What follows belongs to an exercise in optimizing a design on an open flow for small area; a production flow would make more cautious choices.
Function was checked by simulation only, so behaviour that the tests miss may differ from the original.
Power figures rest on the tool's default switching activity, not on a simulated workload.

**design/flow/flow/cellmap.v**
```verilog
// Maps the design's per-bit AND-OR-invert modules onto the matching library cell.
module scc_aoi222 (input a1, input a2, input b1, input b2, input c1, input c2, output y);
    sky130_fd_sc_hd__a222oi_1 _TECHMAP_REPLACE_ (
        .A1(a1), .A2(a2), .B1(b1), .B2(b2), .C1(c1), .C2(c2), .Y(y));
endmodule

module scc_xor2 (input a, input b, output y);
    sky130_fd_sc_hd__xor2_1 _TECHMAP_REPLACE_ (.A(a), .B(b), .X(y));
endmodule

module scc_aoi22 (input a1, input a2, input b1, input b2, output y);
    sky130_fd_sc_hd__a22oi_1 _TECHMAP_REPLACE_ (.A1(a1), .A2(a2), .B1(b1), .B2(b2), .Y(y));
endmodule
```
**design/flow/design.v**
```verilog
package scc_pkg;
    localparam int NUM_CH     = 3;
    localparam int WAVE_DEPTH = 32;
    localparam int WAVE_AW    = 5;
    localparam int FREQ_W     = 12;
    localparam int VOL_W      = 4;
    localparam int SAMPLE_W   = 8;
    localparam int MIX_W      = 10;
    localparam int MUL_STEPS  = 8;
    localparam logic [2:0] REG_REGION = 3'b100;
    localparam logic [7:0] FREQ_BASE = 8'h80;
    localparam logic [7:0] VOL_BASE  = 8'h8A;
    localparam logic [7:0] MUTE_ADDR = 8'h8F;
    typedef logic signed [SAMPLE_W-1:0] wave_sample_t;
    typedef logic [FREQ_W-1:0] freq_t;
    typedef logic [VOL_W-1:0] vol_t;
    typedef struct packed {
        logic [2:0]         voice;
        logic [WAVE_AW-1:0] index;
    } wave_addr_t;
    typedef struct packed {
        logic [2:0] region;
        logic       unused;
        logic [3:0] regnum;
    } reg_addr_t;
    typedef union packed {
        wave_addr_t wave;
        reg_addr_t  regs;
    } scc_addr_u;
endpackage
`timescale 1ns/1ps
import scc_pkg::*;
module scc_regs
(
    input  logic               emuclk,
    input  logic               rst_n,
    input  logic               i_cs_n,
    input  logic               i_wr_n,
    input  logic               i_rd_n,
    input  logic [7:0]         i_addr,
    input  logic [7:0]         i_data,
    input  logic [NUM_CH-1:0][WAVE_DEPTH-1:0] i_ram_rsel,
    input  logic [NUM_CH-1:0][WAVE_DEPTH-1:0][SAMPLE_W-1:0] i_ram_mem,
    output logic [7:0]         o_data,
    output logic               o_clr,
    output logic               o_phase,
    output logic [NUM_CH-1:0]  o_ram_we,
    output logic [NUM_CH-1:0]  o_ram_rd,
    output logic [NUM_CH-1:0][FREQ_W-1:0] o_freq,
    output logic [NUM_CH-1:0][VOL_W-1:0] o_vol,
    output logic [NUM_CH-1:0]  o_enable,
    output logic [NUM_CH-1:0]  o_freq_load
);
    logic              wr_en;
    logic              rd_en;
    logic              reg_wr;
    logic [NUM_CH-1:0] freq_lo_wr;
    logic [NUM_CH-1:0] freq_hi_wr;
    logic [NUM_CH-1:0] vol_wr;
    logic              mute_wr;
    logic [3:0]        r;
    assign wr_en  = ~i_cs_n & ~i_wr_n;
    assign rd_en  = ~i_cs_n & ~i_rd_n & ~o_clr;
    assign reg_wr = wr_en & (i_addr[7:5] == REG_REGION);
    assign r      = i_addr[3:0];
    always_comb begin
        for (int n = 0; n < NUM_CH; n++) begin
            o_ram_we[n]   = wr_en & (i_addr[7:5] == 3'(n));
            o_ram_rd[n]   = rd_en & (i_addr[7:5] == 3'(n));
            freq_lo_wr[n] = reg_wr & (r == 4'(2 * n));
            freq_hi_wr[n] = reg_wr & (r == 4'(2 * n + 1));
            vol_wr[n]     = reg_wr & (r == 4'(10 + n));
        end
    end
    assign mute_wr = reg_wr & (r == 4'hF);
    localparam int GROUPS = (WAVE_DEPTH + 2) / 3;
    logic [SAMPLE_W-1:0][NUM_CH*GROUPS-1:0] rd_n;
    logic [SAMPLE_W-1:0]                    rd_raw;
    for (genvar b = 0; b < SAMPLE_W; b++) begin : g_rbit
        for (genvar n = 0; n < NUM_CH; n++) begin : g_rvoice
            for (genvar g = 0; g < GROUPS; g++) begin : g_rgroup
                localparam int S = 3 * g;
                if (S + 2 < WAVE_DEPTH) begin : g_three
                    scc_aoi222 u_rd (
                        .a1 (i_ram_rsel[n][S]),     .a2 (i_ram_mem[n][S][b]),
                        .b1 (i_ram_rsel[n][S + 1]), .b2 (i_ram_mem[n][S + 1][b]),
                        .c1 (i_ram_rsel[n][S + 2]), .c2 (i_ram_mem[n][S + 2][b]),
                        .y  (rd_n[b][n * GROUPS + g])
                    );
                end else begin : g_two
                    scc_aoi22 u_rd (
                        .a1 (i_ram_rsel[n][S]),     .a2 (i_ram_mem[n][S][b]),
                        .b1 (i_ram_rsel[n][S + 1]), .b2 (i_ram_mem[n][S + 1][b]),
                        .y  (rd_n[b][n * GROUPS + g])
                    );
                end
            end
        end
        assign rd_raw[b] = ~&rd_n[b];
    end
    assign o_data = rd_raw ^ {8{o_phase && (o_ram_rd != '0)}};
    always_ff @(posedge emuclk or negedge rst_n) begin
        if (!rst_n) begin
            o_clr <= 1'b1;
        end else begin
            o_clr <= 1'b0;
        end
    end
    always_ff @(posedge emuclk or negedge rst_n) begin
        if (!rst_n) begin
            o_phase <= 1'b0;
        end else begin
            o_phase <= o_clr || !o_phase;
        end
    end
    always_ff @(posedge emuclk) begin
        for (int n = 0; n < NUM_CH; n++) begin
            o_freq[n][7:0] <= ({8{freq_lo_wr[n]}} & i_data)
                            | ({8{!freq_lo_wr[n] && !o_clr}} & o_freq[n][7:0]);
            o_freq[n][FREQ_W-1:8] <= ({4{freq_hi_wr[n]}} & i_data[3:0])
                                   | ({4{!freq_hi_wr[n] && !o_clr}} & o_freq[n][FREQ_W-1:8]);
            o_vol[n] <= ({VOL_W{vol_wr[n]}} & i_data[VOL_W-1:0])
                      | ({VOL_W{!vol_wr[n] && !o_clr}} & o_vol[n]);
        end
        o_enable <= ({NUM_CH{mute_wr}} & i_data[NUM_CH-1:0])
                  | ({NUM_CH{!mute_wr && !o_clr}} & o_enable);
        o_freq_load <= freq_lo_wr | freq_hi_wr;
    end
endmodule
`timescale 1ns/1ps
import scc_pkg::*;
module scc_wave_ram
(
    input  logic                emuclk,
    input  logic                i_clr,
    input  logic                i_we,
    input  logic                i_rd,           
    input  logic [WAVE_AW-1:0]  i_index,        
    input  logic [SAMPLE_W-1:0] i_wdata,
    input  logic                i_phase,
    input  logic [WAVE_AW-1:0]  i_pos,          
    input  logic                i_tick,         
    output logic [SAMPLE_W-1:0] o_play_raw,
    output logic [WAVE_DEPTH-1:0] o_rsel,       
    output logic [WAVE_DEPTH-1:0][SAMPLE_W-1:0] o_mem
);
    logic [SAMPLE_W-1:0]   mem [WAVE_DEPTH];
    logic [WAVE_AW-1:0]    rslot;    
    logic [WAVE_AW-1:0]    wslot;    
    logic [WAVE_DEPTH-1:0] wr;
    logic [WAVE_DEPTH-1:0] rot;
    logic [WAVE_DEPTH-1:0] hold;
    logic [SAMPLE_W-1:0]   wdata_ph;    
    for (genvar b = 0; b < SAMPLE_W; b++) begin : g_wdata
        scc_xor2 u_ph (.a (i_wdata[b]), .b (i_phase), .y (wdata_ph[b]));
    end
    assign rslot = i_index - i_pos;
    assign wslot = rslot - WAVE_AW'(i_tick);
    logic [3:0] wa_n, ra_n;
    logic [7:0] wb_n, rb_n;
    logic       rot_n, hold_n;
    always_comb begin
        for (int a = 0; a < 4; a++) begin
            wa_n[a] = !(i_we && wslot[1:0] == 2'(a));
            ra_n[a] = !(i_rd && rslot[1:0] == 2'(a));
        end
        for (int b = 0; b < 8; b++) begin
            wb_n[b] = !(wslot[4:2] == 3'(b));
            rb_n[b] = !(rslot[4:2] == 3'(b));
        end
    end
    assign rot_n  = !i_tick || i_clr;
    assign hold_n = i_tick || i_clr;
    always_comb begin
        for (int s = 0; s < WAVE_DEPTH; s++) begin
            wr[s]     = !(wa_n[s % 4] || wb_n[s / 4]);
            o_rsel[s] = !(ra_n[s % 4] || rb_n[s / 4]);
            rot[s]    = !(rot_n || wr[s]);
            hold[s]   = !(hold_n || wr[s]);
        end
    end
    logic [SAMPLE_W-1:0] mem_next [WAVE_DEPTH];
    for (genvar s = 0; s < WAVE_DEPTH; s++) begin : g_slot
        for (genvar b = 0; b < SAMPLE_W; b++) begin : g_bit
            scc_aoi222 u_next (
                .a1 (wr[s]),   .a2 (wdata_ph[b]),
                .b1 (rot[s]),  .b2 (mem[(s + 1) % WAVE_DEPTH][b]),
                .c1 (hold[s]), .c2 (mem[s][b]),
                .y  (mem_next[s][b])
            );
        end
    end
    always_ff @(posedge emuclk) begin
        for (int s = 0; s < WAVE_DEPTH; s++) begin
            mem[s] <= mem_next[s];
        end
    end
    assign o_play_raw = mem[0];
    always_comb begin
        for (int s = 0; s < WAVE_DEPTH; s++) begin
            o_mem[s] = mem[s];
        end
    end
endmodule
module scc_aoi222
(
    input  logic a1,
    input  logic a2,
    input  logic b1,
    input  logic b2,
    input  logic c1,
    input  logic c2,
    output logic y
);
    assign y = ~((a1 & a2) | (b1 & b2) | (c1 & c2));
endmodule
module scc_aoi22
(
    input  logic a1,
    input  logic a2,
    input  logic b1,
    input  logic b2,
    output logic y
);
    assign y = ~((a1 & a2) | (b1 & b2));
endmodule
module scc_xor2
(
    input  logic a,
    input  logic b,
    output logic y
);
    assign y = a ^ b;
endmodule
`timescale 1ns/1ps
import scc_pkg::*;
module scc_voice
(
    input  logic                emuclk,
    input  logic                rst_n,
    input  logic                i_clr,
    input  logic [FREQ_W-1:0]   i_freq,
    input  logic                i_freq_load,
    input  logic [VOL_W-1:0]    i_vol,
    input  logic                i_enable,
    input  logic [SAMPLE_W-1:0] i_wave_raw,     
    input  logic                i_phase,
    output logic [WAVE_AW-1:0]  o_play_addr,
    output logic                o_tick,
    output logic [SAMPLE_W-1:0] o_sample
);
    logic [FREQ_W-1:0]   cnt;
    logic                tick;
    logic [VOL_W-1:0]    vol_lat;
    logic [3:0]          st;         
    logic                wave_pend;
    logic                last_step;
    logic                fire;
    logic                zero;
    logic [SAMPLE_W-1:0] wave_sh;    
    logic [VOL_W-1:0]    acc;        
    logic [VOL_W:0]      addend;
    logic                wbit;
    logic [VOL_W:0]      sum;
    logic [FREQ_W-1:0]   cnt_next;
    assign tick      = i_clr || ((cnt == '0) && !i_freq_load);
    assign wave_pend = (st == 4'hF);
    assign last_step = (st == 4'(MUL_STEPS - 1));
    assign fire      = last_step;
    assign o_tick    = tick;
    assign zero      = i_clr || !i_enable;
    always_ff @(posedge emuclk or negedge rst_n) begin
        if (!rst_n) begin
            o_play_addr <= '0;
        end else if (tick) begin
            o_play_addr <= o_play_addr + 1'b1;
        end
    end
    always_comb begin
        if (i_clr) begin
            cnt_next = '0;
        end else if (i_freq_load || tick) begin
            cnt_next = i_freq;
        end else begin
            cnt_next = cnt - 1'b1;
        end
    end
    assign wbit   = wave_sh[0] ^ i_phase ^ !st[0];
    assign addend = wbit ? (last_step ? -{1'b0, vol_lat} : {1'b0, vol_lat}) : '0;
    assign sum    = {1'b0, acc} + addend;
    always_ff @(posedge emuclk) begin
        cnt       <= cnt_next;
        if (tick) begin
            st <= 4'hF;
        end else if (wave_pend) begin
            st <= 4'h0;
        end else if (st[3]) begin
            st <= 4'h8;
        end else begin
            st <= st + 1'b1;
        end
        vol_lat   <= ({VOL_W{tick && !i_clr}} & i_vol) | ({VOL_W{!tick}} & vol_lat);
        o_sample  <= ({SAMPLE_W{fire && !zero}} & {sum, wave_sh[SAMPLE_W-1:SAMPLE_W-3]})
                   | ({SAMPLE_W{!fire && !zero}} & o_sample);
        if (wave_pend) begin
            wave_sh <= i_wave_raw;
            acc     <= '0;
        end else begin
            wave_sh <= {sum[0], wave_sh[SAMPLE_W-1:1]};
            acc     <= sum[VOL_W:1];
        end
    end
endmodule
`timescale 1ns/1ps
import scc_pkg::*;
module scc_mixer
(
    input  logic                    emuclk,
    input  logic                    rst_n,
    input  logic                    i_clr,
    input  logic [NUM_CH-1:0][SAMPLE_W-1:0] i_samples,
    output logic signed [MIX_W-1:0] o_sound
);
    logic signed [MIX_W-1:0] sum;
    always_comb begin
        sum = '0;
        for (int n = 0; n < NUM_CH; n++) begin
            sum = sum + MIX_W'($signed(i_samples[n]));
        end
    end
    always_ff @(posedge emuclk or negedge rst_n) begin
        if (!rst_n) begin
            o_sound <= '0;
        end else begin
            o_sound <= sum & {MIX_W{!i_clr}};
        end
    end
endmodule
`timescale 1ns/1ps
import scc_pkg::*;
module scc_top
(
    input  logic                    emuclk,
    input  logic                    rst_n,
    input  logic                    i_cs_n,
    input  logic                    i_wr_n,
    input  logic                    i_rd_n,
    input  logic [7:0]              i_addr,
    input  logic [7:0]              i_data,
    output logic [7:0]              o_data,
    output logic signed [MIX_W-1:0] o_sound
);
    logic                            clr;
    logic                            phase;
    logic [NUM_CH-1:0][SAMPLE_W-1:0] play_raw;
    logic [NUM_CH-1:0]               ram_we;
    logic [NUM_CH-1:0][WAVE_DEPTH-1:0] ram_rsel;
    logic [NUM_CH-1:0][WAVE_DEPTH-1:0][SAMPLE_W-1:0] ram_mem;
    logic [NUM_CH-1:0]               ram_rd;
    logic [NUM_CH-1:0][FREQ_W-1:0]   freq;
    logic [NUM_CH-1:0][VOL_W-1:0]    vol;
    logic [NUM_CH-1:0]               enable;
    logic [NUM_CH-1:0]               freq_load;
    logic [NUM_CH-1:0][WAVE_AW-1:0]  play_addr;
    logic [NUM_CH-1:0]               tick;
    logic [NUM_CH-1:0][SAMPLE_W-1:0] samples;
    scc_regs u_regs (
        .emuclk      (emuclk),
        .rst_n       (rst_n),
        .i_cs_n      (i_cs_n),
        .i_wr_n      (i_wr_n),
        .i_rd_n      (i_rd_n),
        .i_addr      (i_addr),
        .i_data      (i_data),
        .i_ram_rsel  (ram_rsel),
        .i_ram_mem   (ram_mem),
        .o_data      (o_data),
        .o_clr       (clr),
        .o_phase     (phase),
        .o_ram_we    (ram_we),
        .o_ram_rd    (ram_rd),
        .o_freq      (freq),
        .o_vol       (vol),
        .o_enable    (enable),
        .o_freq_load (freq_load)
    );
    for (genvar n = 0; n < NUM_CH; n++) begin : g_voice
        scc_wave_ram u_ram (
            .emuclk      (emuclk),
            .i_clr       (clr),
            .i_we        (ram_we[n]),
            .i_rd        (ram_rd[n]),
            .i_index     (i_addr[WAVE_AW-1:0]),
            .i_wdata     (i_data),
            .i_phase     (phase),
            .i_pos       (play_addr[n]),
            .i_tick      (tick[n]),
            .o_play_raw  (play_raw[n]),
            .o_rsel      (ram_rsel[n]),
            .o_mem       (ram_mem[n])
        );
        scc_voice u_voice (
            .emuclk      (emuclk),
            .rst_n       (rst_n),
            .i_clr       (clr),
            .i_freq      (freq[n]),
            .i_freq_load (freq_load[n]),
            .i_vol       (vol[n]),
            .i_enable    (enable[n]),
            .i_wave_raw  (play_raw[n]),
            .i_phase     (phase),
            .o_play_addr (play_addr[n]),
            .o_tick      (tick[n]),
            .o_sample    (samples[n])
        );
    end
    scc_mixer u_mixer (
        .emuclk    (emuclk),
        .rst_n     (rst_n),
        .i_clr     (clr),
        .i_samples (samples),
        .o_sound   (o_sound)
    );
endmodule
```
**design/flow/config.mk**
```make
export PLATFORM = sky130hd
export DESIGN_NAME = scc_top
export DESIGN_NICKNAME = scc_top
export VERILOG_FILES = /design/flow/design.v
export SDC_FILE = /design/flow/constraint.sdc
export NUM_CORES = 4
export LEC_CHECK = 0
export ABC_AREA = 1
export CAP_MARGIN = 10
export CELL_PAD_IN_SITES_DETAIL_PLACEMENT = 1
export CORE_MARGIN = 2
export CORE_UTILIZATION = 55
export GPL_TIMING_DRIVEN = 0
export SLEW_MARGIN = 10
```
**design/flow/constraint.sdc**
```tcl
create_clock -name core_clock -period 15.0 [get_ports {emuclk}]
set_input_delay 3.0000 -clock core_clock [delete_from_list [all_inputs] [get_ports {emuclk}]]
set_output_delay 3.0000 -clock core_clock [all_outputs]
set_load 0.01 [all_outputs]
```
**design/flow/flow/abc_area.script**
```
strash
&get -n
&dch -f
&nf -a -R 1000
&put
topo
```
**design/flow/flow/run.sh**
```bash
#!/bin/bash
# Standard layout (the standard.sh) with these changes:
#  - synthesis (flow/synth.tcl): synth_recipe.tcl unchanged, except that the design's
#    scc_aoi222, scc_aoi22 and scc_xor2 modules are mapped onto the library cells of the same function and ABC maps the rest
#    with an area-oriented script (flow/abc_area.script);
#  - ports are buffered with the smallest buffer;
#  - the resizer may not use the largest buffers, so long nets get several small ones;
#  - clock tree synthesis runs without dummy loads and with larger sink clusters.
set -euo pipefail
export MY_WORK_DIR=$(pwd)
export MY_FLOW_DIR=$MY_WORK_DIR/flow
CTS="-sink_clustering_enable -repair_clock_nets -dont_use_dummy_load -sink_clustering_size ${MY_CTS_SIZE:-26} -sink_clustering_max_diameter 100"
DONT_USE="$(sed -n 's/^export DONT_USE_CELLS += //p; /^ *sky130/p' $FLOW_HOME/platforms/sky130hd/config.mk | tr -d '\\' | tr '\n' ' ')"
DONT_USE="$DONT_USE ${MY_DONT_USE-sky130_fd_sc_hd__buf_16 sky130_fd_sc_hd__buf_12 sky130_fd_sc_hd__buf_8 sky130_fd_sc_hd__bufbuf_16 sky130_fd_sc_hd__bufbuf_8}"
bash standard.sh "SYNTH_SCRIPT=$MY_FLOW_DIR/synth.tcl" "CTS_ARGS=$CTS" \
  "BUFFER_PORTS_ARGS=-inputs -outputs -buffer_cell sky130_fd_sc_hd__buf_1" \
  "DONT_USE_CELLS=$DONT_USE" ${MY_MAKE_EXTRA:-} \
  ${STOP_AT:-finish} > "$MY_WORK_DIR/flow_make.log" 2>&1
```
**design/flow/standard.sh**
```bash
#!/bin/bash
# synth_recipe.tcl (not shown) runs the flow's synth.tcl, then flattens the netlist and writes it again
# the make line also repeats each setting of config.mk as NAME=value (left out here)
make -C /OpenROAD-flow-scripts/flow DESIGN_CONFIG=/design/flow/config.mk WORK_HOME=/design/flow/orfs CLKGATE_MAP_FILE= SYNTH_SCRIPT=/design/flow/synth_recipe.tcl "${@:-finish}"
```
**design/flow/flow/synth.tcl**
```tcl
# The standard synthesis (synth_recipe.tcl) with two changes: right after the design's
# hierarchy is first elaborated, its scc_aoi222, scc_aoi22 and scc_xor2 modules are mapped onto the
# library cells of the same function (flow/cellmap.v); and ABC maps the rest of the logic with an area-oriented
# script (flow/abc_area.script) in place of ORFS's.
set ::my_cells_mapped 0
proc hierarchy {args} {
  yosys hierarchy {*}$args
  if { !$::my_cells_mapped } {
    set ::my_cells_mapped 1
    yosys techmap -map $::env(MY_FLOW_DIR)/cellmap.v t:scc_aoi222 t:scc_aoi22 t:scc_xor2
    yosys hierarchy {*}$args
  }
}
proc abc {args} {
  set i [lsearch -exact $args -script]
  if { $i >= 0 } { lset args [expr {$i + 1}] $::env(MY_FLOW_DIR)/abc_area.script }
  yosys abc {*}$args
}
source $::env(MY_WORK_DIR)/synth_recipe.tcl
```
==> summary.md, run 1 <==
| Metric | Value |
|---|---|
| Status | `timing/DRC/antenna clean` |
| Root Buffer | `clkbuf_16` |
| Max Root-Sink Buffers | `3` |
| # diodes | `0` |
| Clock-pin transition on the worst setup and hold timing paths | `0.09 ns` |
| Layout Cells excl Fill | `4,282` |
| Crit path cell chain | `buf_1, clkinv_1, fa_1, o21ai_0, xnor2_1, clkinv_1, nand3_1, nor2_1, a222oi_1, nand4_1, nor4_1, nand3_1, xor2_1, buf_1` |
| DRT iter0 DRCs | `8,940` |
| Postcts setup bufs | `0` |
| Total number of vias | `35,300` |
| Post-CTS Hold Buffers | `0` |
| CP required | `12.00 ns` |
| Post-DP HPWL | `96,600 µm` |
| Final hold vios | `0` |
| Total global routing track utilization | `36.4%` |
| Clock Skews | `0.0625 ns` |
| PnR worst setup slack | `2.36 ns` |
| Drt total wl | `133,000 µm` |
| Slew Viols, Final | `0` |
| Setup violations, final | `0` |
| Power per standard cell area | `about 220 nW/µm²` |
| WS Path Type | `in -> out` |
| CTS Buf Count | `43` |
| Die area | `~70,000 µm²` |
| Setup TNS | `0 ns` |
| Reg2Reg Depth | `14` |
| Hold Path End | `g_voice[0].u_ram.mem[13][3]` |
| Critical path's largest stage delay | `1.08 ns` |
| Antenna viol nets, final | `0` |
| Avg Cell Area, Syn | `11.3 µm²` |
| Ys Warns | `7` |
| CP startpoint kind | `input port` |
| Static Leakage | `0.0153 µW` |
| Die Y | `264 µm` |
| Slew @ Worst Pin | `1.33 ns` |
| Hold depth | `1` |
| Part of the cycle the worst path needs | `~84%` |
| Total power | `8840 µW` |
| Placeable Area | `approximately 67,000 µm²` |
| Port Buffer Count | `38` |
| Initial cell density of the core | `55.5%` |
| Maximum vdd drop | `between 0.1 and 0.15 mV` |
| Mapped cell area | `37,300 µm²` |
| Pre-antenna DRT Iters | `20` |
| Layout cell share with drive strength beyond 1 | `3.17%` |
| Largest net degree at the start of global routing | `a little over 60` |
| Max-Cap Viols | `0` |
| Distinct cell type count after synthesis | `37` |
| Syn_nets | `about 3,400` |
| Layout area overhead | `8.29%` |
| First-pass GRT wire length | `just over 200,000 µm` |
| H-Tree Depth | `2` |
| Vias in the first global route | `~34,000` |
| #FFs+latches synth | `969` |
| Slowest cell on the critical path | `nor4_1` |
| CP Capture Type | `primary output` |
| Reg-to-Reg Start | `g_voice[1].u_voice.cnt[0]` |
| Count of clock tree sinks | `969` |
| Routability cong. | `0.932` |
| Post-DR vias/cell | `between 8 and 9` |
| Reg2Reg Setup Slack | `~9 ns` |
| RSZ-0062 raised after global routing | `false` |
| Post-DR wirelength/cell | `31.2 µm` |
| Max_slew headroom | `around 11%` |
| Worst R2R End | `g_voice[1].u_ram.mem[12][2]` |
| Final min period | `12.64 ns` |
| Cell family with most CP delay | `simple AND/OR/NAND/NOR gates` |
| Total Nets Final | `about 3,500` |
| CP bufs+invs | `4` |
| Post-cts resize count | `0` |
| Placed insts | `4,238` |
| Drc violations | `0` |
| Total I/O pin count | `39` |
| Number of placement rows | `95` |
| Antenna violations before repair | `0` |
| Syn Inst Count | `about 3,300` |
| Fmax | `79.1 MHz` |
| Fill count | `6,909` |
| CTS tree | `yes` |
| Worst-Skew Late Latency | `0.63 ns` |
| Critical Path Fanout Max | `12` |
| CP arrival | `9.64 ns` |
| Setup WS pre-CTS | `~2.7 ns` |
| Die Width | `~260 µm` |
| Sequential fraction of the synthesis area | `52.4%` |
| Hold WC Path Type | `reg -> reg` |
| Worst hold start | `g_voice[0].u_ram.mem[14][3]` |
| Total grt overflow | `0` |
[synth_stat cells]
library cell	n	area share (%)
dfrtp_1	26	1.7
or2_0	7	0.12
nor2b_1	6	0.10
and3b_1	1	0.023
a222oi_1	1008	27
or4_1	3	0.060
nor4b_1	3	0.070
nor2_1	561	5.6
or3_1	13	0.22
dfxtp_1	942	51
fa_1	15	0.81
nor3_1	18	0.24
nand3_1	45	0.60
a21o_1	5	0.10
o31a_1	4	0.094
mux2i_1	2	0.054
a22oi_1	24	0.48
o21ai_0	37	0.50
a311oi_1	3	0.070
nor4_1	28	0.47
clkinv_1	39	0.39
nand2b_1	11	0.18
conb_1	1	0.010
ha_1	53	1.8
and3_1	6	0.10
nand2_1	64	0.64
xnor2_1	62	1.5
nand3b_1	13	0.26
a31oi_1	3	0.050
and2_0	13	0.22
a22o_1	91	2.1
a21oi_1	30	0.40
dfstp_2	1	0.070
or3b_1	4	0.094
a211oi_1	27	0.54
nand4_1	73	1.2
xor2_1	59	1.4
[stage by stage]
stage                     utilization (%)  hold slack (ns)  area, µm²
after floorplan                         -            0.426      37300
after global placement               57.4            0.440      38500
after detailed placement             58.5            0.458      39300
after CTS                            60.1            0.455      40400
after global routing                 60.1            0.476      40400
final                                60.1            0.467      40400
[sequential cells by signal (all words and copies together), names as in the netlist, 15 cells and up]
register and count:
g_voice.u_voice.cnt 36, u_regs.o_freq 36, g_voice.u_ram.mem 768, g_voice.u_voice.wave_sh 24
g_voice.u_voice.o_sample 24, g_voice.u_voice.o_play_addr 15
[cells by family (layout without fill, tap and decap cells)]
| group | count (synthesis) | after routing | synth area share (%) |
|---|---|---|---|
| flip-flops | 969 | 969 | 52.4 |
| AND/OR/NAND/NOR | 869 | 869 | 10.3 |
| other | 1 | 1 | 0.0101 |
| multiplexers | 2 | 2 | 0.0537 |
| AO/OA/AOI/OAI | 1232 | 1232 | 31.4 |
| buffers and inverters | 39 | 147 | 0.393 |
| XOR/XNOR | 121 | 121 | 2.84 |
| adder cells (fa/ha/maj) | 68 | 68 | 2.58 |
[how the worst max path moves through the flow]
stage | startpoint | to | cells after the start
final | i_addr[1] | o_data[6] | 14
after global routing | i_addr[1] | o_data[5] | 14
after CTS | i_addr[1] | o_data[3] | 14
after detailed placement | i_addr[1] | o_data[3] | 14
after global placement | i_addr[1] | o_data[3] | 14
after floorplan | i_addr[0] | o_data[0] | 13
[power by group]
part           switching (µW)  leakage [µW]  total [µW]  internal (µW)
Clock                     799      0.000530        1320            517
Combinational            1700       0.00658        2730           1020
Sequential               1090       0.00821        4800           3700
[placed cells by master (no fill, tap or decap), types with 18 or more instances in the layout]
cell type,instances
nand3_1,45
buf_6,27
dfrtp_1,25
dfxtp_1,942
o21ai_0,37
nand2_1,64
clkbuf_16,43
nor2_1,561
a222oi_1,1008
nand4_1,73
buf_1,33
xor2_4,24
xnor2_1,62
ha_1,53
nor3_1,18
a22oi_1,24
a211oi_1,27
a22o_1,91
nor4_1,27
clkinv_1,36
xor2_1,35
a21oi_1,30
[final cells by class]
type / count / area, µm² / area share, %
Clock buffer: 43 / 1080 / 2.67
Timing Repair Buffer: 65 / 453 / 1.12
Tap cell: 873 / 1090 / 2.71
Inverter: 39 / 150 / 0.372
Multi-Input combinational cell: 2293 / 18100 / 44.7
Sequential cell: 969 / 19500 / 48.4
[metal layers]
layer  track usage [%]  wire length, µm
met5                 0                0
met1              50.3            53800
met2              57.8            60000
met4              14.2             5440
met3              5.29            14200
==> run 2: changes to the inputs <==
--- a/design/flow/flow/run.sh
+++ b/design/flow/flow/run.sh
@@ -6,3 +6,3 @@
 #  - ports are buffered with the smallest buffer;
-#  - the resizer may not use the largest buffers, so long nets get several small ones;
+#  - the resizer may not use the largest buffers or XOR gates, so long nets get several small buffers;
 #  - clock tree synthesis runs without dummy loads and with larger sink clusters.
@@ -11,5 +11,5 @@
 export MY_FLOW_DIR=$MY_WORK_DIR/flow
-CTS="-sink_clustering_enable -repair_clock_nets -dont_use_dummy_load -sink_clustering_size ${MY_CTS_SIZE:-26} -sink_clustering_max_diameter 100"
+CTS="-sink_clustering_enable -repair_clock_nets -dont_use_dummy_load -sink_clustering_size ${MY_CTS_SIZE:-28} -sink_clustering_max_diameter 100"
 DONT_USE="$(sed -n 's/^export DONT_USE_CELLS += //p; /^ *sky130/p' $FLOW_HOME/platforms/sky130hd/config.mk | tr -d '\\' | tr '\n' ' ')"
-DONT_USE="$DONT_USE ${MY_DONT_USE-sky130_fd_sc_hd__buf_16 sky130_fd_sc_hd__buf_12 sky130_fd_sc_hd__buf_8 sky130_fd_sc_hd__bufbuf_16 sky130_fd_sc_hd__bufbuf_8}"
+DONT_USE="$DONT_USE ${MY_DONT_USE-sky130_fd_sc_hd__buf_16 sky130_fd_sc_hd__buf_12 sky130_fd_sc_hd__buf_8 sky130_fd_sc_hd__bufbuf_16 sky130_fd_sc_hd__bufbuf_8 sky130_fd_sc_hd__xor2_4 sky130_fd_sc_hd__xnor2_4 sky130_fd_sc_hd__xor2_2 sky130_fd_sc_hd__xnor2_2}"
 bash standard.sh "SYNTH_SCRIPT=$MY_FLOW_DIR/synth.tcl" "CTS_ARGS=$CTS" \
==> summary.md, run 2 <==
| Metric | Value |
|---|---|
| Post-CTS Hold Buffers | `0` |
| Worst hold start | `g_voice[0].u_voice.wave_sh[1]` |
| Layout area overhead | `7.38%` |
| Clock-pin transition on the worst setup and hold timing paths | `0.11 ns` |
| Slew @ Worst Pin | `1.27 ns` |
| Layout cell share with drive strength beyond 1 | `roughly 3.8%` |
| Yosys top cell area share | `50.6%` |
| Antenna violations before repair | `1` |
| CTS Buf Count | `40` |
| Final min period | `12.47 ns` |
| Fmax | `80.2 MHz` |
| First-pass GRT wire length | `around 210,000 µm` |
| CP required | `12.00 ns` |
| Sequential fraction of the synthesis area | `a little over half` |
| Root Buffer | `clkbuf_16` |
| Post-synth EDFFs | `0` |
| Maximum vdd drop | `0.114 mV` |
| DRT iter0 DRCs | `8,798` |
| Die Width | `264 µm` |
| CP startpoint kind | `input port` |
| Mapped cell area | `37,300 µm²` |
| Total number of vias | `35,300` |
| Power per standard cell area | `220 nW/µm²` |
| # diodes | `0` |
| Part of the cycle the worst path needs | `between 80 and 90%` |
| Ys flop type | `dfxtp_1` |
| Largest register FFs | `768` |
| Commonest non-fill, non-tap cell in the layout | `a222oi_1` |
| Ys Warns | `7` |
| Setup violations, final | `0` |
| Final hold vios | `0` |
| #FFs+latches synth | `approximately 970` |
| Pre-antenna DRT Iters | `15` |
| Vias in the first global route | `34,200` |
| Post-DR vias/cell | `8.15` |
| Clock Skews | `about 0.056 ns` |
| Setup TNS | `0 ns` |
| Hold depth | `2` |
| Post-synth top cells | `1,008 x a222oi_1, 942 x dfxtp_1, 561 x nor2_1, 91 x a22o_1, 73 x nand4_1` |
| Status | `timing/DRC/antenna clean` |
| H-Tree Depth | `2` |
| Largest net degree at the start of global routing | `62` |
| Reg2Reg Depth | `14` |
| Largest registers | `g_voice.u_ram.mem x768, g_voice.u_voice.cnt x36, u_regs.o_freq x36` |
| Syn_nets | `3,390` |
| Top cells by area, synth | `dfxtp_1 51%, a222oi_1 27%, nor2_1 5.6%` |
| Die area | `~70,000 µm²` |
| Reg-to-Reg Start | `g_voice[1].u_voice.cnt[0]` |
| Count of clock tree sinks | `slightly below 1,000` |
| Reg2Reg Setup Slack | `approximately 9 ns` |
| Avg Cell Area, Syn | `~11 µm²` |
| Biggest register | `g_voice.u_ram.mem` |
| Most frequent cell after synthesis | `a222oi_1` |
| Port Buffer Count | `38` |
| Postcts setup bufs | `0` |
| Drc violations | `0` |
| Most frequent cells in the layout | `1,008 x a222oi_1, 942 x dfxtp_1, 559 x nor2_1, 91 x a22o_1, 73 x nand4_1` |
| Syn Inst Count | `3,301` |
| CP arrival | `9.47 ns` |
| Initial cell density of the core | `55.5%` |
| Total global routing track utilization | `36.5%` |
| Crit. Startpoint | `i_addr[1]` |
| Final instance area | `40,000 µm²` |
| Total Nets Final | `3,548` |
| RSZ-0062 raised after global routing | `false` |
| Total I/O pin count | `39` |
| CTS tree | `yes` |
| Post-DP HPWL | `about 100,000 µm` |
| Die Y | `around 260 µm` |
| Number of placement rows | `95` |
| WS Path Type | `in -> out` |
| Post-DR wirelength/cell | `30.9 µm` |
| Antenna viol nets, final | `0` |
| Max-Cap Viols | `0` |
| Slew Viols, Final | `0` |
| Ys async rst share | `between 2 and 3%` |
| Total grt overflow | `0` |
| Max_slew headroom | `15.3%` |
| Distinct cell type count after synthesis | `37` |
| Leading area contributor after synthesis | `dfxtp_1` |
| Static Leakage | `approximately 0.015 µW` |
| Critical Path Fanout Max | `12` |
| Drt total wl | `between 100,000 and 150,000 µm` |
| Post-cts resize count | `0` |
| CP Capture Type | `primary output` |
| Placed Instance Area | `39,000 µm²` |
| Max Root-Sink Buffers | `3` |
| Hold WC Path Type | `reg -> reg` |
| Placeable Area | `67,200 µm²` |
| Routability cong. | `0.932` |
| Worst-Skew Late Latency | `0.65 ns` |
[run 2: cell counts after synthesis]
Identical to the previous run, type by type.
[run 2: kinds of logic after synthesis]
kind of cell | count (synthesis) | share of synthesized area, %
and+or+nand+nor | 869 | 10.3
other | 1 | 0.0101
AOI/OAI and AO/OA | 1232 | 31.4
DFF | 969 | 52.4
adders and majority gates | 68 | 2.58
xor gates and xnor gates | 121 | 2.84
buffers and inverters | 39 | 0.393
muxes | 2 | 0.0537
[run 2: metrics by stage]
step	setup WS, ns	util, %	hold slack, ns	cells	power, µW
global route	2.42	59.6	0.495	4330	9250
finish	2.53	59.6	0.480	4330	8800
CTS	2.72	59.6	0.480	4329	8700
global placement	2.94	57.4	0.440	4212	7140
floorplan	6.18	-	0.426	3301	6300
detailed placement	2.74	58.1	0.455	4289	7430
[run 2: final timing paths]
path,to
worst max-delay path,o_data[3]
worst min-delay path,g_voice[0].u_voice.wave_sh[0]
worst max register to register,g_voice[1].u_ram.mem[1][6]
worst min register to register,g_voice[0].u_voice.wave_sh[0]
max in group asynchronous,u_regs.o_phase
min in group asynchronous,g_voice[0].u_voice.o_play_addr[1]
[run 2: critical path: stages]
cell	delay [ns]
buf_1	0.63
clkinv_1	0.64
fa_1	0.70
o21ai_0	0.27
xnor2_1	0.45
clkinv_1	0.40
nand2_1	0.28
nor2_1	0.18
a222oi_1	0.57
nand4_1	0.46
nor4_1	1.14
nand3_1	0.24
xor2_1	0.29
buf_1	0.20
[run 2: layout make-up]
| cell class | instances | area [µm²] |
|---|---|---|
| multi-input cells | 2293 | 17600 |
| well taps | 873 | 1090 |
| clock buffers | 40 | 1000 |
| inverters | 39 | 150 |
| fillers | 7022 | 27100 |
| repair buffers | 116 | 637 |
| flip-flops and latches | 969 | 19500 |
[run 2: where the power goes]
part           leakage, µW  switching (µW)  internal, µW  total (µW)
clock network     0.000493             792           483        1280
registers          0.00821            1090          3700        4790
logic              0.00667            1710          1020        2740
total               0.0154            3590          5210        8800
[run 2: routing by layer]
metal | routed length (µm) | vias to the layer above | global-route usage, %
met3 | 14000 | 278 | 4.91
met1 | 54500 | 17500 | 50.9
li1 | - | 15200 | -
met2 | 60400 | 2319 | 58.4
met5 | 9 | - | 0
met4 | 4760 | 2 | 12.8
==> run 3: changes to the inputs <==
--- a/design/flow/design.v
+++ b/design/flow/design.v
@@ -265,3 +265,10 @@
     logic [FREQ_W-1:0]   cnt_next;
-    assign tick      = i_clr || ((cnt == '0) && !i_freq_load);
+    logic [FREQ_W:0]     cnt_zero;
+    logic                reload;
+    assign cnt_zero[0] = 1'b1;
+    for (genvar i = 0; i < FREQ_W; i++) begin : g_borrow
+        assign cnt_zero[i + 1] = cnt_zero[i] && !cnt[i];
+    end
+    assign tick      = i_clr || (cnt_zero[FREQ_W] && !i_freq_load);
+    assign reload    = i_freq_load || tick;
     assign wave_pend = (st == 4'hF);
@@ -278,11 +285,4 @@
     end
-    always_comb begin
-        if (i_clr) begin
-            cnt_next = '0;
-        end else if (i_freq_load || tick) begin
-            cnt_next = i_freq;
-        end else begin
-            cnt_next = cnt - 1'b1;
-        end
-    end
+    assign cnt_next = ({FREQ_W{reload && !i_clr}} & i_freq)
+                    | ({FREQ_W{!reload}} & (cnt ^ cnt_zero[FREQ_W-1:0]));
     assign wbit   = wave_sh[0] ^ i_phase ^ !st[0];
==> summary.md, run 3 <==
| Metric | Value |
|---|---|
| Number of placement rows | `between 90 and 100` |
| Clock Skews | `roughly 0.031 ns` |
| Yosys top cell area share | `50.7%` |
| H-Tree Depth | `2` |
| Hold depth | `2` |
| Worst-Skew Late Latency | `0.64 ns` |
| Port Buffer Count | `38` |
| Power per standard cell area | `227 nW/µm²` |
| Status | `timing/DRC/antenna clean` |
| Total Nets Final | `3,575` |
| Initial cell density of the core | `a little under three fifths` |
| Root Buffer | `clkbuf_16` |
| Total power | `9070 µW` |
| Setup TNS | `0 ns` |
| Top cells by area, synth | `dfxtp_1 51%, a222oi_1 27%, nor2_1 5.3%` |
| Routability cong. | `0.939` |
| Leading area contributor after synthesis | `dfxtp_1` |
| Placeable Area | `~67,000 µm²` |
| Max Root-Sink Buffers | `3` |
| Post-synth top cells | `1,008 x a222oi_1, 942 x dfxtp_1, 527 x nor2_1, 98 x nand2_1, 80 x ha_1` |
| Ys async rst share | `2.79%` |
| Vias in the first global route | `34,200` |
| Distinct cell type count after synthesis | `40` |
| Post-CTS Hold Buffers | `0` |
| Count of clock tree sinks | `969` |
| Max-Cap Viols | `0` |
| Slowest cell on the critical path | `nor4_1` |
| Post-cts resize count | `0` |
| Maximum vdd drop | `0.122 mV` |
| CP dominant cell by count | `clkinv_1` |
| Biggest register | `g_voice.u_ram.mem` |
| Setup violations, final | `0` |
| Layout cell share with drive strength beyond 1 | `3.70%` |
| Post-synth EDFFs | `0` |
| Fmax | `84.2 MHz` |
| Antenna viol nets, final | `0` |
| Post-DP HPWL | `just under 100,000 µm` |
| Largest register FFs | `768` |
| Syn_nets | `3,419` |
| Total global routing track utilization | `36.5%` |
| Clock-pin transition on the worst setup and hold timing paths | `0.11 ns` |
| Hold WC Path Type | `reg -> reg` |
| Max_slew headroom | `between 10% and 20%` |
| Total number of vias | `~35,000` |
| Antenna violations before repair | `2` |
| RSZ-0062 raised after global routing | `false` |
| Part of the cycle the worst path needs | `79.2%` |
| Final min period | `11.87 ns` |
| # diodes | `0` |
| Largest registers | `g_voice.u_ram.mem x768, g_voice.u_voice.cnt x36, u_regs.o_freq x36` |
| CP arrival | `8.87 ns` |
| Drc violations | `0` |
| Die area | `about 70,000 µm²` |
| Die Width | `264 µm` |
| CP required | `12.00 ns` |
| Fill count | `7,031` |
| Largest net degree at the start of global routing | `40` |
| CP startpoint kind | `input port` |
| Avg Cell Area, Syn | `11.3 µm²` |
| Drt total wl | `134,000 µm` |
| Final hold vios | `0` |
| Most frequent cells in the layout | `1,008 x a222oi_1, 942 x dfxtp_1, 527 x nor2_1, 98 x nand2_1, 80 x ha_1` |
| Total grt overflow | `0` |
| CTS tree | `yes` |
| WS Path Type | `in -> out` |
| Critical path's largest stage delay | `1.04 ns` |
| Most frequent cell after synthesis | `a222oi_1` |
| Pre-antenna DRT Iters | `17` |
| DRT iter0 DRCs | `8,484` |
| Reg2Reg Depth | `22` |
| #FFs+latches synth | `approximately 970` |
| Static Leakage | `0.0153 µW` |
| Commonest non-fill, non-tap cell in the layout | `a222oi_1` |
| First-pass GRT wire length | `204,000 µm` |
| Critical Path Fanout Max | `8` |
| Post-DR vias/cell | `8.11` |
| Sequential fraction of the synthesis area | `52.5%` |
| Post-DR wirelength/cell | `31.0 µm` |
| Mapped cell area | `roughly 37,000 µm²` |
| CP Capture Type | `primary output` |
| Crit path cell chain | `buf_1, clkinv_1, ha_1, clkinv_1, fa_1, a21o_1, a21oi_1, xnor2_1, clkinv_1, nand2_1, nor2_1, a222oi_1, nand4_1, nor4_1, nand3_1, xor2_1, buf_1` |
| Syn Inst Count | `3,303` |
| CTS Buf Count | `40` |
| Ys Warns | `7` |
| Slew Viols, Final | `0` |
| Ys flop type | `dfxtp_1` |
| Die Y | `between 200 and 300 µm` |
| Slew @ Worst Pin | `about 1.3 ns` |
| Total I/O pin count | `39` |
| Layout area overhead | `7.32%` |
| Postcts setup bufs | `0` |
-- run 3: changes by cell type in the layout (fill, tap and decap cells not counted), sizes merged, moves of 16 or more --
cell,before,now
clkinv,39,79
ha,53,80
a211oi,27,7
nor2,561,527
nand2,64,98
a22o,91,75
o21ai,37,69
-- run 3: final cells by class --
cell class / instances / area [µm²] / share of cell area (%)
Tap cell: 873 / 1090 / 2.74
Timing Repair Buffer: 114 / 614 / 1.54
Inverter: 79 / 300 / 0.752
Multi-Input combinational cell: 2255 / 17400 / 43.5
Clock buffer: 40 / 1000 / 2.51
Sequential cell: 969 / 19500 / 48.9
-- run 3: per-layer routing --
metal / wire [µm] / part of all wire, % / vias to the layer above / track usage [%]
met4: 5580 / 4.2 / 4 / 14.7
met1: 54100 / 40 / 17500 / 50.0
met5: 23 / 0.017 / - / 0
li1: - / - / 15000 / -
met2: 60800 / 45 / 2241 / 58.3
met3: 13600 / 10 / 317 / 5.27
-- run 3: cells by family after synthesis --
group | count (synthesis) | share of synthesized area (%)
and+or+nand+nor | 834 | 9.73
xor gates and xnor gates | 94 | 2.21
adders and majority gates | 95 | 3.50
other | 1 | 0.0101
DFF | 969 | 52.5
buffers and inverters | 79 | 0.797
muxes | 3 | 0.0807
AOI/OAI and AO/OA | 1228 | 31.1
-- run 3: through the flow --
| stage | std cells | instance area [µm²] | utilization, % | setup slack [ns] | hold slack, ns |
|---|---|---|---|---|---|
| after floorplan | 3303 | 37200 | - | 6.16 | 0.426 |
| after global placement | 4214 | 38400 | 57.3 | 3.64 | 0.436 |
| after detailed placement | 4290 | 38900 | 58.0 | 3.48 | 0.453 |
| after CTS | 4330 | 39900 | 59.5 | 3.45 | 0.480 |
| after global routing | 4330 | 39900 | 59.5 | 3.08 | 0.499 |
| final | 4330 | 39900 | 59.5 | 3.13 | 0.471 |
-- run 3: worst paths after layout --
path	from	end	slack [ns]
min in group asynchronous	rst_n	u_mixer.o_sound[7]	2.42
worst min register to register	u_regs.o_freq[17]	g_voice[1].u_voice.cnt[5]	0.47
max in group asynchronous	rst_n	u_regs.o_phase	12.04
worst max-delay path	i_addr[0]	o_data[4]	3.13
worst min-delay path	u_regs.o_freq[17]	g_voice[1].u_voice.cnt[5]	0.47
worst max register to register	g_voice[2].u_voice.cnt[0]	g_voice[2].u_ram.mem[28][7]	7.24
-- run 3: power by group --
group          switching, µW  total, µW  internal [µW]
logic                   1730       2760           1040
registers               1190       5030           3830
clock network            795       1280            483
-- run 3: worst max-delay path: cells and delay by family --
family,cells,cell delay (ns)
buf+inv,5,1.45
compound gates,3,0.66
fa+ha+maj,2,0.64
xor+xnor,2,1.06
simple gates,5,2.04
==> run 4: changes to the inputs <==
--- a/design/flow/flow/run.sh
+++ b/design/flow/flow/run.sh
@@ -4,3 +4,4 @@
 #    scc_aoi222, scc_aoi22 and scc_xor2 modules are mapped onto the library cells of the same function and ABC maps the rest
-#    with an area-oriented script (flow/abc_area.script);
+#    with an area-oriented script (flow/abc_area.script); adders are left to ABC too,
+#    not mapped onto the library's half and full adder cells first;
 #  - ports are buffered with the smallest buffer;
@@ -16,3 +17,3 @@
   "BUFFER_PORTS_ARGS=-inputs -outputs -buffer_cell sky130_fd_sc_hd__buf_1" \
-  "DONT_USE_CELLS=$DONT_USE" ${MY_MAKE_EXTRA:-} \
+  "DONT_USE_CELLS=$DONT_USE" "ADDER_MAP_FILE=" ${MY_MAKE_EXTRA:-} \
   ${STOP_AT:-finish} > "$MY_WORK_DIR/flow_make.log" 2>&1
==> summary.md, run 4 <==
| Metric | Value |
|---|---|
| #FFs+latches synth | `969` |
| Mapped cell area | `36,800 µm²` |
| Static Leakage | `0.0150 µW` |
| Die Width | `263 µm` |
| Fmax | `77.0 MHz` |
| Fin util | `between 60% and 70%` |
| Drc violations | `0` |
| CTS Buf Count | `40` |
| Syn Inst Count | `approximately 3,300` |
| Port Buffer Count | `38` |
| Slew @ Worst Pin | `~1.3 ns` |
| Total global routing track utilization | `36.8%` |
| Register area | `19,500 µm²` |
| CP startpoint kind | `input port` |
| Total grt overflow | `0` |
| Final hold vios | `0` |
| Reg-to-Reg Start | `g_voice[1].u_voice.cnt[0]` |
| Biggest register | `g_voice.u_ram.mem` |
| Max-Cap Viols | `0` |
| Post-synthesis mux area share | `0%` |
| RSZ-0062 raised after global routing | `false` |
| Int Power | `5110 µW` |
| Worst-Skew Late Latency | `0.63 ns` |
| Largest registers | `g_voice.u_ram.mem x768, g_voice.u_voice.cnt x36, u_regs.o_freq x36` |
| Setup WS pre-CTS | `2.44 ns` |
| Yosys top cell area share | `51.2%` |
| Die area | `69,000 µm²` |
| CP required | `12.00 ns` |
| Top cells by area, synth | `dfxtp_1 51%, a222oi_1 27%, nor2_1 5.5%` |
| Post-cts resize count | `0` |
| Total Nets Final | `3,469` |
| Synth Area in Simple Gates | `10.7%` |
| Max Root-Sink Buffers | `3` |
| Setup TNS | `0 ns` |
| Synth Area in Compound Gates | `a little under a third` |
| Clock Skews | `0.0390 ns` |
| Largest family of logic cells by synthesized area | `compound AO/OA/AOI/OAI gates` |
| Distinct cell type count after synthesis | `39` |
| Synth Area in XOR/XNOR | `3.88%` |
| Ys flop type | `dfxtp_1` |
| Max_slew headroom | `a little over an eighth` |
| Most frequent cells in the layout | `1,008 x a222oi_1, 942 x dfxtp_1, 536 x nor2_1, 106 x a22o_1, 98 x nand2_1` |
| Commonest non-fill, non-tap cell in the layout | `a222oi_1` |
| Setup violations, final | `0` |
| Post-CTS Hold Buffers | `0` |
| Antenna viol nets, final | `0` |
| Net load switching power | `about 3400 µW` |
| Area of the multi-input gates | `17,200 µm²` |
| Crit. Startpoint | `i_addr[1]` |
| Post-Synth Adder-Cell Area | `0.218%` |
| Sw Ratio | `40.2%` |
| Worst hold start | `g_voice[0].u_ram.mem[19][3]` |
| Total I/O pin count | `39` |
| Total number of vias | `between 30,000 and 40,000` |
| Root Buffer | `clkbuf_16` |
| Largest register FFs | `768` |
| Clock Power Share | `14.9%` |
| Post-DR wirelength/cell | `30.9 µm` |
| Post-DR vias/cell | `8.19` |
| Clock-pin transition on the worst setup and hold timing paths | `0.11 ns` |
| DRT iter0 DRCs | `9,594` |
| Pre-antenna DRT Iters | `17` |
| Worst R2R End | `g_voice[1].u_ram.mem[15][5]` |
| PnR worst setup slack | `2.02 ns` |
| Fill count | `6,947` |
| Hold Path End | `g_voice[0].u_ram.mem[18][3]` |
| CP arrival | `9.98 ns` |
| Count of clock tree sinks | `969` |
| Antenna violations before repair | `4` |
| Vias in the first global route | `34,300` |
| Ys Warns | `7` |
| Most frequent cell after synthesis | `a222oi_1` |
| Critical Path Fanout Max | `11` |
| Syn_nets | `3,309` |
| Layout cell share with drive strength beyond 1 | `~3.8%` |
| Placeable Area | `roughly 66,000 µm²` |
| Post-DP HPWL | `96,400 µm` |
| Comb pwr share | `29.2%` |
| Slew Viols, Final | `0` |
| Post-synth EDFFs | `0` |
| Layout area overhead | `7.57%` |
| WS Path Type | `in -> out` |
| Routability cong. | `0.933` |
| Seq pwr share | `~56%` |
| Die Y | `~260 µm` |
| Maximum vdd drop | `0.116 mV` |
| First-pass GRT wire length | `205,000 µm` |
| CP Capture Type | `primary output` |
| Reg2Reg Setup Slack | `8.92 ns` |
| Number of placement rows | `between 90 and 100` |
| Hold WC Path Type | `reg -> reg` |
| H-Tree Depth | `2` |
| Post-synth top cells | `1,008 x a222oi_1, 942 x dfxtp_1, 536 x nor2_1, 106 x a22o_1, 98 x nand2_1` |
| Avg Cell Area, Syn | `between 10 and 15 µm²` |
| Final min period | `12.98 ns` |
| Status | `timing/DRC/antenna clean` |
| Hold depth | `1` |
| Part of the cycle the worst path needs | `between 80% and 90%` |
| Sequential fraction of the synthesis area | `53.1%` |
| Power per standard cell area | `~220 nW/µm²` |
| Postcts setup bufs | `0` |
| Reg2Reg Depth | `17` |
| Ys async rst share | `roughly 2.8%` |
| Initial cell density of the core | `55.8%` |
| Leading area contributor after synthesis | `dfxtp_1` |
| Largest net degree at the start of global routing | `48` |
| Drt total wl | `134,000 µm` |
| CTS tree | `yes` |
-- run 4: through the flow --
stage	total power, µW	std cells	area, µm²	hold WS (ns)
2_1_floorplan	6120	3288	36800	0.426
3_3_place_gp	6890	4190	38000	0.438
3_5_place_dp	7170	4270	38600	0.452
4_1_cts	8440	4310	39600	0.459
5_1_grt	8980	4313	39600	0.493
6_report	8540	4314	39600	0.462
-- run 4: worst max-delay path, stage by stage --
cell and delay, ns:
buf_1 0.91, clkinv_1 0.98, o21ai_0 0.75, o21ai_0 0.28, maj3_1 0.45, xnor2_1 0.26, nand2_1 0.27, nor2_1 0.19
a222oi_1 0.55, nand4_1 0.44, nor4_1 1.16, nand3_1 0.19, xor2_1 0.32, buf_1 0.20
-- run 4: kinds of logic after synthesis --
logic type / Yosys count
AO/OA/AOI/OAI: 1238
AND/OR/NAND/NOR: 893
flip-flops: 969
buffers and inverters: 16
XOR/XNOR: 163
other: 1
adder cells (fa/ha/maj): 8
-- run 4: layout make-up --
class,instances,share of cell area (%)
Sequential cell,969,49.3
Multi-Input combinational cell,2303,43.5
Tap cell,864,2.73
Clock buffer,40,2.53
Antenna cell,4,0.0253
Timing Repair Buffer,118,1.72
Inverter,16,0.152
-- run 4: per-layer routing --
metal | global-route usage [%] | share of wire, % | wire length (µm)
met4 | 13.9 | 3.9 | 5200
met2 | 58.3 | 45 | 60000
met3 | 6.07 | 11 | 15300
met1 | 50.7 | 40 | 53000
met5 | 0 | 0.0082 | 11
-- run 4: worst max-delay path by stage --
stage	end	cells after the start
6_report	o_data[2]	14
3_3_place_gp	o_data[2]	14
4_1_cts	o_data[3]	14
3_5_place_dp	o_data[3]	14
5_1_grt	o_data[2]	14
2_1_floorplan	o_data[0]	13
-- run 4: power groups by stage --
stage               registers (µW)  clock network (µW)  logic, µW
floorplan                     4370                   0       1760
global placement              4690                   0       2200
detailed placement            4760                   0       2420
CTS                           4710                1290       2440
global route                  4880                1380       2720
finish                        4780                1270       2490
==> run 5: changes to the inputs <==
==> design/flow/flow/abc_area.script (replaced) <==
strash
&get -n
&dch -f
&nf -a -R 1000
&put
strash
&get -n
&dch -f
&nf -a -R 1000
&put
topo
==> summary.md, run 5 <==
| Metric | Value |
|---|---|
| Status | `timing/DRC/antenna clean` |
| Setup violations, final | `0` |
| Static Leakage | `approximately 0.015 µW` |
| Max Root-Sink Buffers | `3` |
| Vias in the first global route | `34,700` |
| H-Tree Depth | `2` |
| Hold Slack | `0.436 ns` |
| Total number of vias | `35,500` |
| Post-Synth Adder-Cell Area | `less than 1%` |
| Biggest register | `g_voice.u_ram.mem` |
| Clock-pin transition on the worst setup and hold timing paths | `0.11 ns` |
| Drc violations | `0` |
| Top cells by area, synth | `dfxtp_1 51%, a222oi_1 27%, nor2_1 5.0%` |
| Pre-antenna DRT Iters | `17` |
| Yosys top cell area share | `51.3%` |
| Total grt overflow | `0` |
| CP required | `12.00 ns` |
| Part of the cycle the worst path needs | `84.1%` |
| Port Buffer Count | `38` |
| Largest net degree at the start of global routing | `48` |
| GRT met2 Usage | `60.5%` |
| Critical Path Fanout Max | `11` |
| Placed Instance Area | `between 30,000 and 40,000 µm²` |
| Post-CTS Hold Buffers | `0` |
| Die area | `just under 70,000 µm²` |
| Total global routing track utilization | `36.9%` |
| Post-synth EDFFs | `0` |
| Initial cell density of the core | `between 50% and 60%` |
| CTS tree | `yes` |
| Max-Cap Viols | `0` |
| Ys Warns | `7` |
| Post-synthesis mux area share | `0%` |
| #FFs+latches synth | `969` |
| Total Nets Final | `3,472` |
| Mapped cell area | `36,700 µm²` |
| Grt peak-use layer | `met2` |
| Slowest cell on the critical path | `nor4_1` |
| CTS Buf Count | `40` |
| DRT iter0 DRCs | `9,207` |
| Most frequent cells in the layout | `1,008 x a222oi_1, 942 x dfxtp_1, 488 x nor2_1, 183 x nand2_1, 98 x a22o_1` |
| Largest registers | `g_voice.u_ram.mem x768, g_voice.u_voice.cnt x36, u_regs.o_freq x36` |
| Final instance area | `~39,000 µm²` |
| Largest family of logic cells by synthesized area | `compound AO/OA/AOI/OAI gates` |
| CP bufs+invs | `3` |
| RSZ-0062 raised after global routing | `false` |
| Post-DR wirelength/cell | `31.1 µm` |
| Die Width | `approximately 260 µm` |
| Antenna viol nets, final | `0` |
| Syn_nets | `3,311` |
| CP dominant cell by count | `nand2_1` |
| Largest register FFs | `768` |
| CP arrival | `slightly below 10 ns` |
| Final min period | `12.62 ns` |
| Met1 GRT Util | `47.1%` |
| Post-DP HPWL | `97,400 µm` |
| Sequential fraction of the synthesis area | `~53%` |
| Antenna violations before repair | `6` |
| Synth Area in Compound Gates | `a little under a third` |
| Layout cell share with drive strength beyond 1 | `3.80%` |
| Synth Area in XOR/XNOR | `3.55%` |
| WS Path Type | `in -> out` |
| Fmax | `79.2 MHz` |
| Slew Viols, Final | `0` |
| Ys async rst share | `2.79%` |
| Clock Skews | `slightly below 0.04 ns` |
| Syn Inst Count | `3,290` |
| Commonest non-fill, non-tap cell in the layout | `a222oi_1` |
| Ys flop type | `dfxtp_1` |
| Distinct cell type count after synthesis | `35` |
| Worst-Skew Late Latency | `0.63 ns` |
| PnR worst setup slack | `2.38 ns` |
| Postcts setup bufs | `0` |
| Post-cts resize count | `0` |
| Final hold vios | `0` |
| Total power | `around 8600 µW` |
| Layout area overhead | `7.48%` |
| Hold WC Path Type | `reg -> reg` |
| Die Y | `between 200 and 300 µm` |
| Post-DR vias/cell | `a little over 8` |
| Root Buffer | `clkbuf_16` |
| Crit path cell chain | `buf_1, clkinv_1, nor2_1, a21oi_1, o21ai_0, a21boi_0, nand2_1, nand2_1, o21ai_0, xor2_1, nand2_1, nor2_1, a222oi_1, nand4_1, nor4_1, nand3_1, xor2_1, buf_1` |
| Number of placement rows | `94` |
| Setup WS pre-CTS | `2.88 ns` |
| Power per standard cell area | `217 nW/µm²` |
| Synth Area in Simple Gates | `between 10% and 20%` |
| Max_slew headroom | `under 10%` |
| CP startpoint kind | `input port` |
| Total I/O pin count | `39` |
| Global-route met3 utilization | `6.69%` |
| Routability cong. | `between 0.9 and 1` |
| Drt total wl | `134,000 µm` |
| Cell family with most CP delay | `simple AND/OR/NAND/NOR gates` |
| Avg Cell Area, Syn | `11.2 µm²` |
| First-pass GRT wire length | `206,000 µm` |
| Setup TNS | `0 ns` |
| Count of clock tree sinks | `969` |
| Critical path's largest stage delay | `1.13 ns` |
| CP Capture Type | `primary output` |
| Placeable Area | `66,000 µm²` |
| Slew @ Worst Pin | `1.41 ns` |
| Most frequent cell after synthesis | `a222oi_1` |
| Maximum vdd drop | `between 0.1 and 0.15 mV` |
| Post-synth top cells | `1,008 x a222oi_1, 942 x dfxtp_1, 488 x nor2_1, 183 x nand2_1, 98 x a22o_1` |
| Leading area contributor after synthesis | `dfxtp_1` |
[run 5: cell types whose count changed after synthesis, moves of 9 or more]
cell / before / now
nand2_1: 98 / 183
nor2_1: 536 / 488
maj3_1: 8 / 17
xnor2_1: 86 / 70
nand2b_1: 37 / 21
[run 5: per-stage QoR]
stage	util, %	std cells
2_1_floorplan	-	3290
3_3_place_gp	57.5	4192
3_5_place_dp	58.3	4272
4_1_cts	59.8	4312
5_1_grt	59.8	4314
6_report	59.8	4315
[run 5: kinds of logic after synthesis]
group | Yosys count
compound gates | 1227
flops | 969
simple gates | 919
xor+xnor | 149
fa+ha+maj | 17
buf+inv | 8
other cells | 1
[run 5: power breakdown]
group	internal, µW	total, µW	leakage (µW)	switching, µW
clock	483	1280	0.000493	793
combinational	928	2520	0.00640	1590
sequential	3690	4760	0.00821	1070
[run 5: metal layers]
layer / up-vias / wire length [µm]
met1: 17700 / 51600
li1: 15100 / -
met3: 462 / 13400
met5: - / 39
met2: 2257 / 62000
met4: 6 / 7370
[run 5: tightest hold or removal path, cell delays in order, from the launching register on]
cell and delay [ns]:
dfxtp_1 0.32, nand2_1 0.05, nand2_1 0.05
[run 5: area by class of cell]
class,instances,area [µm²]
tap,864,1080
fill,6901,26500
inverter,8,30.0
multi-input combinational,2313,17200
antenna,2,5.00
timing repair buffer,119,652
sequential,969,19500
clock buffer,40,1000
[run 5: final timing paths]
kind	startpoint	end	slack, ns	cells after the start
worst max-delay path	i_addr[1]	o_data[0]	2.38	18
worst min-delay path	g_voice[1].u_voice.wave_sh[1]	g_voice[1].u_voice.wave_sh[0]	0.44	2
worst max register to register	g_voice[2].u_voice.cnt[0]	g_voice[2].u_ram.mem[28][1]	8.87	15
worst min register to register	g_voice[1].u_voice.wave_sh[1]	g_voice[1].u_voice.wave_sh[0]	0.44	2
max in group asynchronous	rst_n	u_regs.o_phase	12.12	1
min in group asynchronous	rst_n	u_mixer.o_sound[7]	2.40	1

separate check: timing with driven ports:
Ports are ideal in the flow. The routed layouts listed here were re-timed in OpenROAD. Step 1: set_driving_cell puts a clkbuf_16 on emuclk and a buf_2 on each other input, an assumption about the parent block. Step 2, shift: input delay + t, output delay - t, t = (earliest + latest rising clock arrival at the registers) / 2. This alone moves slack from input paths to output paths. Three values: ideal, step 1, step 2; two values: the first two.
run	t (ns)	slack for setup (ns)	hold slack, ns	worst setup path after step 2	worst slew at a driven data input, ns
run 1	0.673	2.355 / 2.305 / 2.305	0.467 / 0.467 / 0.467	input to output	0.07
run 2	0.691	2.529 / 2.481 / 2.481	0.480 / 0.480 / 0.480	input to output	0.07
run 3	0.681	3.126 / 3.077 / 3.077	0.471 / 0.471 / 0.471	input to output	0.05
run 4	0.679	2.021 / 1.981 / 1.981	0.462 / 0.462 / 0.462	input to output	0.12
run 5	0.684	2.378 / 2.342 / 2.342	0.436 / 0.436 / 0.436	input to output	0.17
After both steps every run listed still meets setup and hold. The setup slack of run 1, which loses most, moves by -0.050 ns with the drivers and by -0.050 ns with both steps.
